Background: an optimization exercise with open tools, aiming at small area, a short achievable clock period and few clock cycles per item. Do not read the settings as production practice. Power figures rest on the tool's default switching activity, not on a simulated workload.

==> trial 78 <==
Design conv3x3_stream_engine, start of the top module:
module conv3x3_stream_engine #(
    parameter int BIT_DEPTH = 8,
    parameter int IMG_W     = 28,
    parameter int IMG_H     = 28,
    parameter int ACC_W     = 20,
    parameter int ADDR_W    = 10
) (
    input  logic                 clk,
    input  logic                 rst,
    input  logic                 kernel_wr_en,
    input  logic [3:0]           kernel_wr_addr,
    input  logic [BIT_DEPTH-1:0] kernel_wr_data,
    input  logic                 start,
    input  logic [1:0]           stride,
    input  logic                 relu_en,
    input  logic [4:0]           shift_amt,
    input  logic                 pix_valid,
    input  logic [BIT_DEPTH-1:0] pix_data,
    output logic                 pix_ready,
    output logic                 out_valid,
    output logic [BIT_DEPTH-1:0] out_data,
    output logic [ADDR_W-1:0]    out_addr,
    input  logic                 out_ready,
    output logic                 busy,
    output logic                 done
);
    localparam int QD  = 4;
    localparam int CAP = QD + 1;
    logic       busy_r, done_r, pix_ready_r, out_valid_r;
  ...
Settings: LEC_CHECK=0, CAP_MARGIN=50, CORE_MARGIN=2, CORE_UTILIZATION=40, CTS_BUF_LIST=sky130_fd_sc_hd__clkbuf_8, CTS_CLUSTER_DIAMETER=50, CTS_CLUSTER_SIZE=14, SLEW_MARGIN=70, SYNTH_HIERARCHICAL=1; clock period 13.0 ns.
standard.sh (not shown) runs the stock make flow with config.mk's settings and CLKGATE_MAP_FILE= SYNTH_SCRIPT=/design/flow/synth_recipe.tcl, a recipe that flattens the netlist after the stock synthesis.
==> flow/flow/run.sh <==
#!/bin/bash
# Own layout flow: the standard synthesis and layout, with two changes to
# how the layout is made:
#  - ports are buffered with sky130_fd_sc_hd__buf_2 instead of the default
#    buffer the flow picks (a slow clock-delay cell);
#  - delay cells (clkdlybuf*, dlygate*, dlymetal*) are not used by the
#    resizer's slew/capacitance repair on signal nets.
# Each run of standard.sh writes its full output to a log file here.
set -euo pipefail
bash standard.sh synth > synth.log 2>&1
export BUFFER_PORTS_ARGS="-buffer_cell sky130_fd_sc_hd__buf_2"
export DONT_USE_CELLS="sky130_fd_sc_hd__clkdlybuf4s15_1 sky130_fd_sc_hd__clkdlybuf4s15_2 sky130_fd_sc_hd__clkdlybuf4s18_1 sky130_fd_sc_hd__clkdlybuf4s18_2 sky130_fd_sc_hd__clkdlybuf4s25_1 sky130_fd_sc_hd__clkdlybuf4s25_2 sky130_fd_sc_hd__clkdlybuf4s50_1 sky130_fd_sc_hd__clkdlybuf4s50_2 sky130_fd_sc_hd__dlygate4sd1_1 sky130_fd_sc_hd__dlygate4sd2_1 sky130_fd_sc_hd__dlygate4sd3_1 sky130_fd_sc_hd__dlymetal6s2s_1 sky130_fd_sc_hd__dlymetal6s4s_1 sky130_fd_sc_hd__dlymetal6s6s_1"
bash standard.sh > layout.log 2>&1
==> inputs of build 32, as changes to trial 78 <==
Settings changed: CORE_UTILIZATION 40 to 55.
==> inputs of trial 74, as changes to trial 78 <==
Settings changed: CAP_MARGIN 50 to 30, SLEW_MARGIN 70 to 40.
==> qor summary <==
Status: trial 74 finished clean; trial 78 finished clean; build 32 finished clean
Tightest Pin Transition: trial 74 845 ps; trial 78 506 ps; build 32 -
Number of antenna violations at the first check in global routing: trial 74 5; trial 78 4; build 32 3
Fraction of area in multi-input gates: trial 74 41.1%; trial 78 40.3%; build 32 40.8%
Cell Pwr Density: trial 74 278 mW/mm^2; trial 78 272 mW/mm^2; build 32 271 mW/mm^2
Post-route clock period utilization: trial 74 30.9%; trial 78 30.6%; build 32 30.0%
Starting DRC count in detailed routing: trial 74 2379; trial 78 2710; build 32 2397
P_sw: trial 74 4.89 mW; trial 78 4.90 mW; build 32 4.72 mW
Uppermost metal layer occupied by signal nets: trial 74 met4; trial 78 met5; build 32 met4
Min setup slack post-route: trial 74 8980 ps; trial 78 9020 ps; build 32 9100 ps
Routed vias/inst: trial 74 5.39; trial 78 5.37; build 32 5.69
HPWL after detailed placement: trial 74 81.0 mm; trial 78 86.8 mm; build 32 79.8 mm
Cell type of the slowest stage on the worst timing path: trial 74 edfxtp_1; trial 78 fa_1; build 32 dfxtp_1
Met3 track demand over resource in global routing: trial 74 6.08%; trial 78 5.07%; build 32 8.53%
Number of cells on the critical path: trial 74 7; trial 78 9; build 32 1
Clock insertion delay at the later pin of the skew report: trial 74 740 ps; trial 78 740 ps; build 32 720 ps
Register-to-register setup slack: trial 74 8980 ps; trial 78 9020 ps; build 32 9120 ps
Non-clock buffering overhead: trial 74 1.21%; trial 78 3.64%; build 32 3.48%
# placed instances: trial 74 3860; trial 78 4016; build 32 3665
Static leakage: trial 74 14.3 nW; trial 78 15.1 nW; build 32 15.0 nW
Proportion of cell area occupied by registers: trial 74 49.4%; trial 78 48.0%; build 32 48.5%
Row count: trial 74 114; trial 78 114; build 32 97
No run of this note included a check of the RTL's function; only the layout flow was run.

==> run F: inputs <==
Another version of the RTL of conv3x3_stream_engine (not shown whole).
Design conv3x3_stream_engine, start of the top module:
module conv3x3_stream_engine #(
    parameter int BIT_DEPTH = 8,
    parameter int IMG_W     = 28,
    parameter int IMG_H     = 28,
    parameter int ACC_W     = 20,
    parameter int ADDR_W    = 10
) (
    input  logic                 clk,
    input  logic                 rst,
    input  logic                 kernel_wr_en,
    input  logic [3:0]           kernel_wr_addr,
    input  logic [BIT_DEPTH-1:0] kernel_wr_data,
    input  logic                 start,
    input  logic [1:0]           stride,
    input  logic                 relu_en,
    input  logic [4:0]           shift_amt,
    input  logic                 pix_valid,
    input  logic [BIT_DEPTH-1:0] pix_data,
    output logic                 pix_ready,
    output logic                 out_valid,
    output logic [BIT_DEPTH-1:0] out_data,
    output logic [ADDR_W-1:0]    out_addr,
    input  logic                 out_ready,
    output logic                 busy,
    output logic                 done
);
    localparam int QD  = 4;
    localparam int CAP = QD + 1;
    logic       busy_r, done_r, pix_ready_r, all_in;
    logic       stride2_r, relu_r;
    logic [4:0] shift_r;
    logic [4:0] col_in, row_in;
    logic [CAP-1:0] nth;         
    logic [7:0] kr [0:8];
    logic       out_valid_r;
    logic start_go, accept, deliver, emit_in, last_in, inc;
    logic all_in_next, done_next;
    logic [CAP-1:0] nth_next;
  ...
==> flow/config.mk <==
export PLATFORM = sky130hd
export DESIGN_NAME = conv3x3_stream_engine
export DESIGN_NICKNAME = conv3x3_stream_engine
export VERILOG_FILES = /design/flow/design.v
export SDC_FILE = /design/flow/constraint.sdc
export NUM_CORES = 4
export LEC_CHECK = 0
export CAP_MARGIN = 50
export CORE_MARGIN = 2
export CORE_UTILIZATION = 40
export SLEW_MARGIN = 70
export SYNTH_HIERARCHICAL = 1
==> flow/constraint.sdc <==
create_clock -name core_clock -period 13.0 [get_ports {clk}]
set_input_delay 2.6000 -clock core_clock [delete_from_list [all_inputs] [get_ports {clk}]]
set_output_delay 2.6000 -clock core_clock [all_outputs]
set_load 0.01 [all_outputs]
run.sh (not shown) runs the stock make flow with config.mk's settings and CLKGATE_MAP_FILE= SYNTH_SCRIPT=/design/flow/synth_recipe.tcl, a recipe that flattens the netlist after the stock synthesis.
Stock flow here: none of the scripts above is used.
==> run B (differences from run F) <==
--- a/flow/design.v
+++ b/flow/design.v
@@ -1912,18 +1912,19 @@
         for (int i = 0; i < 20; i++) begin
             m7[i] = (i >= 7) && ({1'b0, shift_r} <= 6'(i - 7));
             m8[i] = (i >= 8) && ({1'b0, shift_r} <= 6'(i - 8));
         end
     end
-    logic        sgn, ovf_s, ovf_u;
-    logic [19:0] shv;
+    logic               sgn, ovf_s, ovf_u;
+    logic signed [19:0] sum_s, shv;
+    assign sum_s = sum;
     logic [7:0]  res;
     always_comb begin
         sgn   = sum[19];
         ovf_s = |((sum ^ {20{sgn}}) & m7);
         ovf_u = |(sum & m8);
-        shv   = $signed(sum) >>> shift_r;
+        shv   = sum_s >>> shift_r;
         if (relu_r) begin
             if (sgn)        res = 8'h00;
             else if (ovf_u) res = 8'hff;
             else            res = shv[7:0];
         end else begin
==> flow/flow/run.sh (new file) <==
#!/bin/bash
# Own layout flow: the standard synthesis and layout, with two changes to
# how the layout is made:
#  - ports are buffered with sky130_fd_sc_hd__buf_2 instead of the default
#    buffer the flow picks (a slow clock-delay cell);
#  - delay cells (clkdlybuf*, dlygate*, dlymetal*) are not used by the
#    resizer's slew/capacitance repair on signal nets.
# Each run of standard.sh writes its full output to a log file here.
set -euo pipefail
bash standard.sh synth > synth.log 2>&1
export BUFFER_PORTS_ARGS="-buffer_cell sky130_fd_sc_hd__buf_2"
export DONT_USE_CELLS="sky130_fd_sc_hd__clkdlybuf4s15_1 sky130_fd_sc_hd__clkdlybuf4s15_2 sky130_fd_sc_hd__clkdlybuf4s18_1 sky130_fd_sc_hd__clkdlybuf4s18_2 sky130_fd_sc_hd__clkdlybuf4s25_1 sky130_fd_sc_hd__clkdlybuf4s25_2 sky130_fd_sc_hd__clkdlybuf4s50_1 sky130_fd_sc_hd__clkdlybuf4s50_2 sky130_fd_sc_hd__dlygate4sd1_1 sky130_fd_sc_hd__dlygate4sd2_1 sky130_fd_sc_hd__dlygate4sd3_1 sky130_fd_sc_hd__dlymetal6s2s_1 sky130_fd_sc_hd__dlymetal6s4s_1 sky130_fd_sc_hd__dlymetal6s6s_1"
bash standard.sh > layout.log 2>&1
==> flow/standard.sh (new file) <==
#!/bin/bash
# synth_recipe.tcl (not shown) runs the flow's synth.tcl, then flattens the netlist and writes it again
# the make line also repeats each setting of config.mk as NAME=value (left out here)
make -C /OpenROAD-flow-scripts/flow DESIGN_CONFIG=/design/flow/config.mk WORK_HOME=/design/flow/orfs CLKGATE_MAP_FILE= SYNTH_SCRIPT=/design/flow/synth_recipe.tcl "${@:-finish}"
removed: flow/run.sh
==> run E (differences from run F) <==
--- a/flow/design.v
+++ b/flow/design.v
@@ -1912,18 +1912,19 @@
         for (int i = 0; i < 20; i++) begin
             m7[i] = (i >= 7) && ({1'b0, shift_r} <= 6'(i - 7));
             m8[i] = (i >= 8) && ({1'b0, shift_r} <= 6'(i - 8));
         end
     end
-    logic        sgn, ovf_s, ovf_u;
-    logic [19:0] shv;
+    logic               sgn, ovf_s, ovf_u;
+    logic signed [19:0] sum_s, shv;
+    assign sum_s = sum;
     logic [7:0]  res;
     always_comb begin
         sgn   = sum[19];
         ovf_s = |((sum ^ {20{sgn}}) & m7);
         ovf_u = |(sum & m8);
-        shv   = $signed(sum) >>> shift_r;
+        shv   = sum_s >>> shift_r;
         if (relu_r) begin
             if (sgn)        res = 8'h00;
             else if (ovf_u) res = 8'hff;
             else            res = shv[7:0];
         end else begin
==> flow/flow/run.sh (new file) <==
#!/bin/bash
# Own layout flow: the standard synthesis and layout, with two changes to
# how the layout is made:
#  - ports are buffered with sky130_fd_sc_hd__buf_2 instead of the default
#    buffer the flow picks (a slow clock-delay cell);
#  - delay cells (clkdlybuf*, dlygate*, dlymetal*) are not used by the
#    resizer's slew/capacitance repair on signal nets;
#  - the resizer's setup repair aims for 9.3 ns of slack at the design's
#    13 ns clock, so that it upsizes and buffers the longest paths.
# Each run of standard.sh writes its full output to a log file here.
set -euo pipefail
bash standard.sh synth > synth.log 2>&1
export BUFFER_PORTS_ARGS="-buffer_cell sky130_fd_sc_hd__buf_2"
export DONT_USE_CELLS="sky130_fd_sc_hd__clkdlybuf4s15_1 sky130_fd_sc_hd__clkdlybuf4s15_2 sky130_fd_sc_hd__clkdlybuf4s18_1 sky130_fd_sc_hd__clkdlybuf4s18_2 sky130_fd_sc_hd__clkdlybuf4s25_1 sky130_fd_sc_hd__clkdlybuf4s25_2 sky130_fd_sc_hd__clkdlybuf4s50_1 sky130_fd_sc_hd__clkdlybuf4s50_2 sky130_fd_sc_hd__dlygate4sd1_1 sky130_fd_sc_hd__dlygate4sd2_1 sky130_fd_sc_hd__dlygate4sd3_1 sky130_fd_sc_hd__dlymetal6s2s_1 sky130_fd_sc_hd__dlymetal6s4s_1 sky130_fd_sc_hd__dlymetal6s6s_1"
export SETUP_SLACK_MARGIN=9.3
bash standard.sh > layout.log 2>&1
==> flow/standard.sh (new file) <==
#!/bin/bash
# synth_recipe.tcl (not shown) runs the flow's synth.tcl, then flattens the netlist and writes it again
# the make line also repeats each setting of config.mk as NAME=value (left out here)
make -C /OpenROAD-flow-scripts/flow DESIGN_CONFIG=/design/flow/config.mk WORK_HOME=/design/flow/orfs CLKGATE_MAP_FILE= SYNTH_SCRIPT=/design/flow/synth_recipe.tcl "${@:-finish}"
removed: flow/run.sh
==> impl_metrics.yaml <==
outcome:
  status: "complete, no violations"
cells_and_area:
  n_antenna_cell: 2
  clkCellAreaFrac_pct: 5.806
setup_path:
  path_common_cell: "fa_1"
place:
  place_inst: 3917
[end of results for run B]
==> impl_metrics.yaml <==
cells_and_area:
  multi_input_area_share_pct: 39.41
  n_antenna_cell: 3
  clkCellAreaFrac_pct: 5.709
logic_synthesis:
  ys.warnings.count: 8
  synth_simple_gate_area_share_pct: 9.594
drt:
  drc: 0
outcome:
  status: "complete, no violations"
floorplanning:
  fp.dieW_um: 314.1
setup_path:
  path_common_cell: "buf_4"
timing:
  drv_slew: 0
[end of results for run F]
==> impl_metrics.yaml <==
setup_path:
  path_common_cell: "fa_2"
  cp.depth: 8
cells_and_area:
  clkCellAreaFrac_pct: 5.272
  n_antenna_cell: 0
  fill_cells: 7974
drt:
  met2_length_um: 49450
place:
  place_inst: 3867
outcome:
  status: "complete, no violations"
[end of results for run E]
Function was not checked in any run of this note: the RTL went through the layout flow alone.

## re-timing with driven ports
Ports are ideal in the flow. The routed layouts listed here were re-timed in OpenROAD.
Step 1 assumes that a clkbuf_16 drives the clock port and a buf_2 every other input.
Step 2 times the ports against the registers' clock, not the clock port: input delays grow and output delays shrink by t, the midpoint of the rising clock arrivals with the driver on.
Three values: ideal ports, drivers, drivers and shift; two values: the first two.
run	t (ns)	setup WS [ns]	worst hold slack (ns)	latest minus earliest clock arrival (ns)	worst slew at a driven data input, ns
trial 78	0.780	9.022 / 9.007 / 8.436	0.368 / 0.368 / 0.368	0.061 / 0.060	0.06
build 32	0.756	9.102 / 9.043 / 8.491	0.373 / 0.373 / 0.373	0.047 / 0.047	0.07
trial 74	0.792	8.982 / 8.982 / 8.298	0.364 / 0.364 / 0.364	0.050 / 0.049	0.06
run F	0.682	8.605 / 8.605 / 8.113	0.358 / 0.358 / 0.358	0.024 / 0.024	0.05
run B	0.698	8.912 / 8.912 / 8.491	0.354 / 0.354 / 0.354	0.034 / 0.034	0.04
run E	0.699	9.163 / 9.163 / 8.693	0.356 / 0.356 / 0.356	0.059 / 0.059	0.05
After both steps every run listed still meets setup and hold. For trial 74, which loses most, drivers alone change the setup slack by 0.000 ns; drivers and shift together by -0.684 ns.
